Context: an optimization exercise on an open-source flow, tuned for small area, a short achievable clock period and few clock cycles per item. The choices shown serve that exercise and are no tape-out recipe.
Where RTL was checked, it was by simulation tests only, not by an equivalence proof against the original.

==> module aes_key_step, before the edit <==
module aes_key_step
(
    input  logic [BLK_W-1:0] key_in,
    input  logic [7:0]       rc,
    output logic [BLK_W-1:0] key_out
);
    logic [31:0] w0, w1, w2, w3;
    logic [31:0] w0r;
    logic [31:0] sub_w;
    logic [31:0] n0, n1, n2, n3;
    assign w0 = key_in[127:96];
    assign w1 = key_in[95:64];
    assign w2 = key_in[63:32];
    assign w3 = key_in[31:0];
    sub_bytes u_sb0 (.din(w3[23:16]), .dout(sub_w[31:24]));
    sub_bytes u_sb1 (.din(w3[15:8]),  .dout(sub_w[23:16]));
    sub_bytes u_sb2 (.din(w3[7:0]),   .dout(sub_w[15:8]));
    sub_bytes u_sb3 (.din(w3[31:24]), .dout(sub_w[7:0]));
    aes_xor8 u_rc (.a(w0[31:24]), .b(rc), .y(w0r[31:24]));
    assign w0r[23:0] = w0[23:0];
    aes_xor32 u_n0 (.a(w0r), .b(sub_w), .y(n0));
    aes_xor32 u_n1 (.a(w1),  .b(n0),    .y(n1));
    aes_xor32 u_n2 (.a(w2),  .b(n1),    .y(n2));
    aes_xor32 u_n3 (.a(w3),  .b(n2),    .y(n3));
    assign key_out = {n0, n1, n2, n3};
endmodule
==> module aes128_round_seq, before the edit <==
module aes128_round_seq
#(
    parameter int CNT_W = 32,
    parameter int NR    = 10
) (
    input  logic               clk,
    input  logic               rst,
    input  logic               in_valid,
    output logic               in_ready,
    input  logic [BLK_W-1:0]   in_text,
    input  logic [BLK_W-1:0]   in_key,
    output logic               out_valid,
    input  logic               out_ready,
    output logic [BLK_W-1:0]   out_data,
    output logic               busy
);
    function automatic logic [7:0] rcon(input logic [3:0] idx);
        case (idx)
            4'd1:    rcon = 8'h01;
            4'd2:    rcon = 8'h02;
            4'd3:    rcon = 8'h04;
            4'd4:    rcon = 8'h08;
            4'd5:    rcon = 8'h10;
            4'd6:    rcon = 8'h20;
            4'd7:    rcon = 8'h40;
            4'd8:    rcon = 8'h80;
            4'd9:    rcon = 8'h1b;
            4'd10:   rcon = 8'h36;
            default: rcon = 8'h00;
        endcase
    endfunction
    if (NR != AES_NR || CNT_W < 1) begin : g_bad_cfg
        $error("aes128_round_seq: NR must be 10 and CNT_W at least 1");
    end
    logic [BLK_W-1:0] st_q, st_d;
    logic [BLK_W-1:0] key_q, key_d;
    logic [BLK_W-1:0] out_q, out_d;
    logic       busy_q, busy_d;     
    logic [3:0] rnd_q, rnd_d;       
    logic       ov_q, ov_d;         
    logic       rdy_q, rdy_d;       
    logic       hold_q, hold_d;     
    logic [BLK_W-1:0] ark;
    logic [BLK_W-1:0] sr;
    logic [BLK_W-1:0] mc;
    logic [BLK_W-1:0] nk;
    logic [BLK_W-1:0] ct;
    for (genvar i = 0; i < 4; i++) begin : g_ark
        aes_xor32 u_ark (.a(st_q[32*i +: 32]), .b(key_q[32*i +: 32]), .y(ark[32*i +: 32]));
    end
    for (genvar c = 0; c < 4; c++) begin : g_col
        for (genvar r = 0; r < 4; r++) begin : g_row
            sub_bytes u_sb (
                .din  (ark[127 - 8*(r + 4*((c + r) % 4)) -: 8]),
                .dout (sr[127 - 8*(r + 4*c) -: 8])
            );
        end
    end
    for (genvar i = 0; i < 4; i++) begin : g_mc
        aes_mix_column u_mc (.din(sr[32*i +: 32]), .dout(mc[32*i +: 32]));
    end
    aes_key_step u_key_step (
        .key_in  (key_q),
        .rc      (rcon(rnd_q)),
        .key_out (nk)
    );
    logic [95:0] srw;
    for (genvar i = 0; i < 3; i++) begin : g_srw
        aes_xor32 u_srw (.a(sr[32*i +: 32]), .b(key_q[32*i +: 32]), .y(srw[32*i +: 32]));
    end
    aes_xor32 u_ct0 (.a(sr[127:96]), .b(nk[127:96]), .y(ct[127:96]));
    aes_xor32 u_ct1 (.a(srw[95:64]), .b(nk[127:96]), .y(ct[95:64]));
    aes_xor32 u_ct2 (.a(srw[63:32]), .b(nk[95:64]),  .y(ct[63:32]));
    aes_xor32 u_ct3 (.a(srw[31:0]),  .b(nk[63:32]),  .y(ct[31:0]));
    logic last;        
    logic fin;         
    logic take;        
    logic step;        
    logic out_fire;
    assign last     = busy_q && (rnd_q == 4'd10);
    assign fin      = last && !ov_q;
    assign take     = rdy_q && in_valid;
    assign step     = !rdy_q && !hold_q;
    assign out_fire = ov_q && out_ready;
    assign st_d  = ({BLK_W{rdy_q}}  & in_text)
                 | ({BLK_W{hold_q}} & st_q)
                 | ({BLK_W{step}}   & mc);
    assign key_d = ({BLK_W{rdy_q}}  & in_key)
                 | ({BLK_W{hold_q}} & key_q)
                 | ({BLK_W{step}}   & nk);
    logic out_keep;
    assign out_keep = !fin && !out_ready && !rst;
    assign out_d = ({BLK_W{fin && !rst}} & ct) | ({BLK_W{out_keep}} & out_q);
    always_comb begin
        busy_d = take || (busy_q && !fin);
        rnd_d  = take ? 4'd1 : (busy_q && !last) ? rnd_q + 4'd1 : rnd_q;
        ov_d   = fin || (ov_q && !out_ready);
        rdy_d  = !busy_d || ((rnd_d == 4'd10) && !ov_d);
        hold_d = busy_d && (rnd_d == 4'd10) && ov_d;
    end
    always_ff @(posedge clk) begin
        st_q  <= st_d;
        key_q <= key_d;
        out_q <= out_d;
    end
    always_ff @(posedge clk or posedge rst) begin
        if (rst) begin
            busy_q <= 1'b0;
            rnd_q  <= 4'd0;
            ov_q   <= 1'b0;
            rdy_q  <= 1'b1;
            hold_q <= 1'b0;
        end else begin
            busy_q <= busy_d;
            rnd_q  <= rnd_d;
            ov_q   <= ov_d;
            rdy_q  <= rdy_d;
            hold_q <= hold_d;
        end
    end
    assign in_ready  = rdy_q;
    assign out_valid = ov_q;
    assign busy      = busy_q;
    assign out_data  = out_q;
endmodule
Settings: LEC_CHECK=0, CAP_MARGIN=20, CORE_MARGIN=2, CORE_UTILIZATION=50, SETUP_SLACK_MARGIN=0.4, SLEW_MARGIN=20, SYNTH_HIERARCHICAL=1; clock period 20.0 ns.
run.sh (not shown) runs the stock make flow with config.mk's settings and CLKGATE_MAP_FILE= SYNTH_SCRIPT=/design/flow/synth_recipe.tcl, a recipe that flattens the netlist after the stock synthesis.
==> next run, changes <==
--- a/flow/design.v
+++ b/flow/design.v
@@ -203,8 +203,12 @@
     aes_xor8 u_rc (.a(w0[31:24]), .b(rc), .y(w0r[31:24]));
     assign w0r[23:0] = w0[23:0];
+    logic [31:0] p1, p2, p3;
+    aes_xor32 u_p1 (.a(w0r), .b(w1), .y(p1));
+    aes_xor32 u_p2 (.a(p1),  .b(w2), .y(p2));
+    aes_xor32 u_p3 (.a(p2),  .b(w3), .y(p3));
     aes_xor32 u_n0 (.a(w0r), .b(sub_w), .y(n0));
-    aes_xor32 u_n1 (.a(w1),  .b(n0),    .y(n1));
-    aes_xor32 u_n2 (.a(w2),  .b(n1),    .y(n2));
-    aes_xor32 u_n3 (.a(w3),  .b(n2),    .y(n3));
+    aes_xor32 u_n1 (.a(p1),  .b(sub_w), .y(n1));
+    aes_xor32 u_n2 (.a(p2),  .b(sub_w), .y(n2));
+    aes_xor32 u_n3 (.a(p3),  .b(sub_w), .y(n3));
     assign key_out = {n0, n1, n2, n3};
 endmodule
@@ -316,22 +320,15 @@
         .key_out (nk)
     );
-    logic [95:0] srw;
-    for (genvar i = 0; i < 3; i++) begin : g_srw
-        aes_xor32 u_srw (.a(sr[32*i +: 32]), .b(key_q[32*i +: 32]), .y(srw[32*i +: 32]));
-    end
-    aes_xor32 u_ct0 (.a(sr[127:96]), .b(nk[127:96]), .y(ct[127:96]));
-    aes_xor32 u_ct1 (.a(srw[95:64]), .b(nk[127:96]), .y(ct[95:64]));
-    aes_xor32 u_ct2 (.a(srw[63:32]), .b(nk[95:64]),  .y(ct[63:32]));
-    aes_xor32 u_ct3 (.a(srw[31:0]),  .b(nk[63:32]),  .y(ct[31:0]));
+    for (genvar i = 0; i < 4; i++) begin : g_ct
+        aes_xor32 u_ct (.a(sr[32*i +: 32]), .b(nk[32*i +: 32]), .y(ct[32*i +: 32]));
+    end
     logic last;        
     logic fin;         
     logic take;        
     logic step;        
-    logic out_fire;
     assign last     = busy_q && (rnd_q == 4'd10);
     assign fin      = last && !ov_q;
     assign take     = rdy_q && in_valid;
     assign step     = !rdy_q && !hold_q;
-    assign out_fire = ov_q && out_ready;
     assign st_d  = ({BLK_W{rdy_q}}  & in_text)
                  | ({BLK_W{hold_q}} & st_q)
@@ -341,6 +338,6 @@
                  | ({BLK_W{step}}   & nk);
     logic out_keep;
-    assign out_keep = !fin && !out_ready && !rst;
-    assign out_d = ({BLK_W{fin && !rst}} & ct) | ({BLK_W{out_keep}} & out_q);
+    assign out_keep = !fin && !out_ready;
+    assign out_d = ({BLK_W{fin}} & ct) | ({BLK_W{out_keep}} & out_q);
     always_comb begin
         busy_d = take || (busy_q && !fin);
@@ -353,5 +350,4 @@
         st_q  <= st_d;
         key_q <= key_d;
-        out_q <= out_d;
     end
     always_ff @(posedge clk or posedge rst) begin
@@ -362,4 +358,5 @@
             rdy_q  <= 1'b1;
             hold_q <= 1'b0;
+            out_q  <= '0;
         end else begin
             busy_q <= busy_d;
@@ -368,4 +365,5 @@
             rdy_q  <= rdy_d;
             hold_q <= hold_d;
+            out_q  <= out_d;
         end
     end
Effect:
- via count goes up by a few percent
- wire length increases by a little under a tenth
- synthesized area increases by a few percent
- critical path depth is unchanged
- synthesized cell count rose by a few percent
- final cell count rises by a few percent
- clock skew came out lower by 0.0071 ns
- sequential share of layout area goes up by 0.90 points
- design area increases by a few percent
- utilization is lower by 0.49 points
- setup slack is better by 0.38 ns
Testbench counts after the change, summed over its fixed seeds: cycles 20,496, items 2,048.
For the first run of this note, only the layout was checked, not whether the RTL still works.

-- re-timing with driven ports --
Ports are ideal in the flow. The routed layouts listed here were re-timed in OpenROAD. Step 1 (the two cells are an assumption about what drives the block):
set clk [get_ports {clk}]
set_driving_cell -lib_cell sky130_fd_sc_hd__clkbuf_16 $clk
set_driving_cell -lib_cell sky130_fd_sc_hd__buf_2 [delete_from_list [all_inputs] $clk]
Step 2 adds t to the input delays and takes it off the output delays; t is the mean of the earliest and latest rising clock arrival at the registers after step 1. Input paths then give back, and output paths get back, about the clock's delay inside the block. Slacks: no drivers / after step 1 / after step 2; pairs: no drivers / after step 1.
| run | t, ns | setup slack, ns | hold slack, ns | worst register clock-pin slew, ns |
|---|---|---|---|---|
| the first run | 0.680 | 12.333 / 12.333 / 12.333 | 0.477 / 0.477 / 0.477 | 0.07 / 0.07 |
| the second run | 0.683 | 12.715 / 12.715 / 12.715 | 0.488 / 0.488 / 0.488 | 0.06 / 0.06 |
After both steps every run listed still meets setup and hold.
